This design comes from an exercise in tuning for a short achievable clock period, few clock cycles and low power on the open sky130 flow, not from production work.
The RTL was checked by simulation tests, not by an equivalence proof against the original design.
Power figures rest on the tool's default switching activity, not on a simulated workload.

// cpu_top
module cpu_top #(
        parameter logic [15:0] reset_pc = '0
) (
        input  logic        clk,
        input  logic        reset,
        input  logic        run_n,
        input  logic [15:0] sram_d,
        output logic [15:0] sram_addr,
        output logic [15:0] sram_q,
        output logic        sram_we_n
);
For scale: ~1600 cells after synthesis, ~320 flip-flops, roughly 18000 um^2 of cells after synthesis.
export LEC_CHECK = 0
export CAP_MARGIN = 20
export CORE_MARGIN = 2
export CORE_UTILIZATION = 58
export SETUP_SLACK_MARGIN = 5
export SLEW_MARGIN = 20
export TNS_END_PERCENT = 10
create_clock -name core_clock -period 9.0 [get_ports {clk}]
standard.sh (not shown) runs the stock make flow with config.mk's settings and CLKGATE_MAP_FILE= SYNTH_SCRIPT=/design/flow/synth_recipe.tcl, a recipe that flattens the netlist after the stock synthesis.
==> flow/flow/run.sh <==
#!/bin/bash
# The standard layout (the standard.sh, every step), except for the
# clock tree's settings (no dummy loads, larger sink clusters) and the
# cell used to buffer the ports.
export CTS_ARGS="-sink_clustering_enable -repair_clock_nets -dont_use_dummy_load -sink_clustering_size 20 -sink_clustering_max_diameter 60 -buf_list {sky130_fd_sc_hd__clkbuf_4 sky130_fd_sc_hd__clkbuf_8}"
export BUFFER_PORTS_ARGS="-buffer_cell sky130_fd_sc_hd__buf_4"
bash standard.sh > standard.log 2>&1
The baseline went through all stages and came out clean.
Testbench counts at the start, summed over its fixed seeds: cycles 32,452.
Edit:
==> flow/flow/run.sh (replaced) <==
#!/bin/bash
# The standard layout (the standard.sh, every step), except for the
# clock tree's settings: no dummy loads, and larger sink clusters.
export CTS_ARGS="-sink_clustering_enable -repair_clock_nets -dont_use_dummy_load -sink_clustering_size 20 -sink_clustering_max_diameter 60 -buf_list {sky130_fd_sc_hd__clkbuf_4 sky130_fd_sc_hd__clkbuf_8}"
bash standard.sh > standard.log 2>&1
--- a/flow/config.mk
+++ b/flow/config.mk
@@ -6,8 +6,8 @@
 export NUM_CORES = 4
 export LEC_CHECK = 0
+export ABC_CLOCK_PERIOD_IN_PS = 3500
 export CAP_MARGIN = 20
 export CORE_MARGIN = 2
-export CORE_UTILIZATION = 58
+export CORE_UTILIZATION = 50
 export SETUP_SLACK_MARGIN = 5
 export SLEW_MARGIN = 20
-export TNS_END_PERCENT = 10
The changed run produced a clean layout.
Via count goes up by 1.5%.
Non-clock buffer count goes up by 63.
Critical path depth does not change.
Area after synthesis does not change.
Flip-flop and latch count stays the same.
Combinational power goes up by about 7%.
Wire length goes up by 7.3%.
Final area goes up by 5.6%.
Count of clock-buffer cells in the layout goes down by 1.
Hold slack barely changes.
Total power goes up by 2.1%.
Edit:
--- a/flow/config.mk
+++ b/flow/config.mk
@@ -6,8 +6,7 @@
 export NUM_CORES = 4
 export LEC_CHECK = 0
-export ABC_CLOCK_PERIOD_IN_PS = 3500
 export CAP_MARGIN = 20
 export CORE_MARGIN = 2
-export CORE_UTILIZATION = 50
-export SETUP_SLACK_MARGIN = 5
+export CORE_UTILIZATION = 55
+export SETUP_SLACK_MARGIN = 4.65
 export SLEW_MARGIN = 20
After rerunning: Worst setup slack is worse by 0.13 ns; utilization rises by 2.6 points; cell area falls by 4.8%; combinational power falls by about 8%; non-clock buffer count falls by 63; count of clock-buffer cells in the layout falls by 1.
Edit:
==> flow/flow/run.sh (replaced) <==
#!/bin/bash
# The standard layout (the standard.sh, every step), except for the
# clock tree's settings: no dummy loads, and larger sink clusters.
export CTS_ARGS="-sink_clustering_enable -repair_clock_nets -dont_use_dummy_load -sink_clustering_size 30 -sink_clustering_max_diameter 80 -buf_list {sky130_fd_sc_hd__clkbuf_8 sky130_fd_sc_hd__clkbuf_16}"
bash standard.sh > standard.log 2>&1
--- a/flow/config.mk
+++ b/flow/config.mk
@@ -8,5 +8,5 @@
 export CAP_MARGIN = 20
 export CORE_MARGIN = 2
-export CORE_UTILIZATION = 55
-export SETUP_SLACK_MARGIN = 4.65
+export CORE_UTILIZATION = 50
+export SETUP_SLACK_MARGIN = 5
 export SLEW_MARGIN = 20
Outcome: Wire length rose by 6.6%; register-to-register slack improved by 0.21 ns; cell count rose by 4.2%; core utilization fell by 2.0 points; via count rose by 2.7%; maximum frequency rose by 4.0%; flip-flop and latch count does not change; worst hold slack barely changes; global-route usage fell by 2.2 points; non-clock buffer count rose by 70; clock-buffer cell count fell by 6.
Edit:
==> flow/flow/run.sh (replaced) <==
#!/bin/bash
# The standard layout (the standard.sh, every step), except for the
# clock tree's settings: no dummy loads, and larger sink clusters.
export CTS_ARGS="-sink_clustering_enable -repair_clock_nets -dont_use_dummy_load -sink_clustering_size 16 -sink_clustering_max_diameter 50 -buf_list {sky130_fd_sc_hd__clkbuf_4 sky130_fd_sc_hd__clkbuf_8}"
bash standard.sh > standard.log 2>&1
Outcome: The changed run completed without violations; flip-flop and latch count stays the same; wire length rises by 2.4%; final cell count rises by 1.4%; power rises by 0.86%; synthesized area is unchanged; clock-buffer cell count rises by 16.

* * *

== xenon ==
Another version of the RTL of cpu_top (not shown whole).
Size: about 1500 cells after synthesis, roughly 320 flip-flops, roughly 52 I/O pins, about 17000 um2 of cells after synthesis.
Settings: LEC_CHECK=0, CAP_MARGIN=20, CORE_MARGIN=2, CORE_UTILIZATION=55, SETUP_SLACK_MARGIN=5, SLEW_MARGIN=20; clock period 9.0 ns.
==> flow/flow/run.sh <==
#!/bin/bash
# The standard layout (the standard.sh, every step), except for the
# clock tree's settings: no dummy loads, and larger sink clusters.
export CTS_ARGS="-sink_clustering_enable -repair_clock_nets -dont_use_dummy_load -sink_clustering_size 20 -sink_clustering_max_diameter 60 -buf_list {sky130_fd_sc_hd__clkbuf_4 sky130_fd_sc_hd__clkbuf_8}"
bash standard.sh > standard.log 2>&1
The final layout from xenon, which completed every stage, passed the timing, design-rule and antenna checks at the end of the flow.
Testbench counts of xenon, summed over its fixed seeds: cycles 32,260.
For quartz, these inputs were changed with respect to xenon:
- changing CORE_UTILIZATION from 55 to 50
Findings:
Summary — utilization, quartz relative to xenon: lower, by 5.6 points. quartz vs xenon, first element of the critical path: op_a[1] vs op_a[0]. quartz finished all stages; the layout is clean. The run showing the smaller area overhead of the layout relative to synthesis is xenon. Between quartz and xenon, wire length is lower for quartz, xenon comes in above that.

* * *

## run A
Another version of the RTL of cpu_top (not shown whole).
Size in the first run: roughly 1700 cells after synthesis, ~340 flip-flops, roughly 52 I/O pins, roughly 19000 sq um of cells after synthesis.
Design cpu_top, start of the top module:
module cpu_top #(
        parameter logic [15:0] reset_pc = '0
) (
        input  logic        clk,
        input  logic        reset,
        input  logic        run_n,
        input  logic [15:0] sram_d,
        output logic [15:0] sram_addr,
        output logic [15:0] sram_q,
        output logic        sram_we_n
);
        logic [15:0] pc;
        logic        e_alu, e_lw, e_sw, e_beq;    
        logic        e_sub, e_nand, e_addi;       
        logic [3:0]  e_dst;
        logic [3:0]  e_imm;
        logic [15:0] op_a, op_b;
        logic [15:0] rf [16];
        logic [15:0] rv;                          
        logic        e_mem;
        logic [15:0] e_x;
        logic [15:0] alu_res;
        logic [15:0] ea;
        logic        taken;
        assign e_mem = e_lw | e_sw;
        assign e_x   = e_addi ? {12'd0, e_imm} : op_a;
        always_comb begin
                if (e_nand)
                        alu_res = ~(op_a & op_b);
                else if (e_sub)
                        alu_res = op_a - op_b;
                else
                        alu_res = e_x + op_b;
        end
        assign ea    = op_b + {12'd0, e_imm};
        assign taken = e_beq & (op_a == op_b);
        assign sram_addr = e_mem ? ea : pc;
        assign sram_q    = op_a;
        assign sram_we_n = ~e_sw | run_n;
        logic        rf_we;
        logic [15:0] rf_wd;
        assign rf_we = ~run_n & (e_alu | e_lw);
        assign rf_wd = e_lw ? sram_d : alu_res;
        for (genvar i = 0; i < 16; i++) begin : g_rf
                always_ff @(posedge clk) begin
                        if (rf_we && e_dst == i)
                                rf[i] <= rf_wd;
                end
                always_ff @(posedge clk or negedge reset) begin
                        if (!reset)
                                rv[i] <= 1'b0;
                        else if (rf_we && e_dst == i)
                                rv[i] <= 1'b1;
                end
        end
        logic [3:0]  f_op, f_c, f_b, f_a;
        logic        f_en;
        logic        f_alu, f_lw, f_sw, f_beq, f_jmp;
        logic [3:0]  idx_a;
        logic [15:0] rd_a, rd_b;
  ...
==> flow/config.mk <==
export PLATFORM = sky130hd
export DESIGN_NAME = cpu_top
export DESIGN_NICKNAME = cpu_top
export VERILOG_FILES = /design/flow/design.v
export SDC_FILE = /design/flow/constraint.sdc
export NUM_CORES = 4
export LEC_CHECK = 0
export CAP_MARGIN = 20
export CORE_MARGIN = 2
export CORE_UTILIZATION = 40
export CTS_BUF_LIST = sky130_fd_sc_hd__clkbuf_4 sky130_fd_sc_hd__clkbuf_8
export SLEW_MARGIN = 20
==> flow/constraint.sdc <==
create_clock -name core_clock -period 9.0 [get_ports {clk}]
set_input_delay 1.8000 -clock core_clock [delete_from_list [all_inputs] [get_ports {clk}]]
set_output_delay 1.8000 -clock core_clock [all_outputs]
set_load 0.01 [all_outputs]
run.sh (not shown) runs the stock make flow with config.mk's settings and CLKGATE_MAP_FILE= SYNTH_SCRIPT=/design/flow/synth_recipe.tcl, a recipe that flattens the netlist after the stock synthesis.
Stock flow here: none of the scripts above is used.
Run A completed; timing, DRC and antenna clean
Testbench counts of run A, summed over its fixed seeds: cycles 32,644.
Inputs modified between run A and run B:
- SETUP_SLACK_MARGIN: unset -> 5
Findings:
Measured against each other, run B and run A differ in power share of the clock group, the higher figure coming from run A.
On maximum buffer depth of the clock tree, run B and run A are neck and neck.
On fmax, run B does better than run A.
Diff run B and run A: sequential share of layout area lower in run B
diff inputs: run B => run C
- SETUP_SLACK_MARGIN changed from 5 to 4.5
[summary]
- As of run C, combinational power had fallen by a few percent compared to run B.
- On overall via count from detail_route: between run C and run B, it ends up higher for run B.
- The wire length of run C falls short of that of run B by about 1.8%.
- Sort run C and run B by setup slack after layout, descending, and run B comes first.
- On clock share of power, the lower figure sits with run B, not run C.

## separate check: timing with driven ports
In the flow no input, the clock included, has a driving cell. The finished layouts below were timed again as built, in two steps. Step 1, drivers: a clkbuf_16 drives clk and a buf_2 each remaining input, both assumed. Step 2, shift: input delay + t, output delay - t, t = (earliest + latest rising clock arrival at the registers) / 2. This alone moves slack from input paths to output paths. Slacks: ideal ports / drivers / drivers and shift; pairs: ideal ports / drivers.
run	t (ns)	setup WS [ns]	hold WS [ns]	worst slew at a driven data input, ns	pins driven straight from the clock port
the first run of note 1	0.663	4.467 / 4.493 / 3.830	0.550 / 0.550 / 0.550	0.06	1
the second run of note 1	0.678	4.626 / 4.576 / 4.308	0.549 / 0.549 / 0.549	0.06	1
the third run of note 1	0.635	4.496 / 4.520 / 3.885	0.562 / 0.562 / 0.562	0.06	1
the fourth run of note 1	0.583	4.669 / 4.614 / 4.458	0.564 / 0.564 / 0.564	0.06	1
the fifth run of note 1	0.617	4.599 / 4.548 / 4.384	0.547 / 0.547 / 0.547	0.06	1
xenon	0.637	4.403 / 4.403 / 3.980	0.565 / 0.565 / 0.565	0.07	1
quartz	0.661	4.427 / 4.406 / 4.010	0.567 / 0.567 / 0.567	0.07	1
run A	0.701	3.553 / 3.527 / 2.968	0.489 / 0.489 / 0.489	0.08	1
run B	0.694	4.362 / 4.313 / 4.351	0.483 / 0.483 / 0.483	0.06	1
run C	0.720	4.327 / 4.273 / 3.837	0.489 / 0.489 / 0.489	0.08	1
After both steps every run listed still meets setup and hold. For the first run of note 1, which loses most, drivers alone change the setup slack by +0.026 ns; drivers and shift together by -0.637 ns.
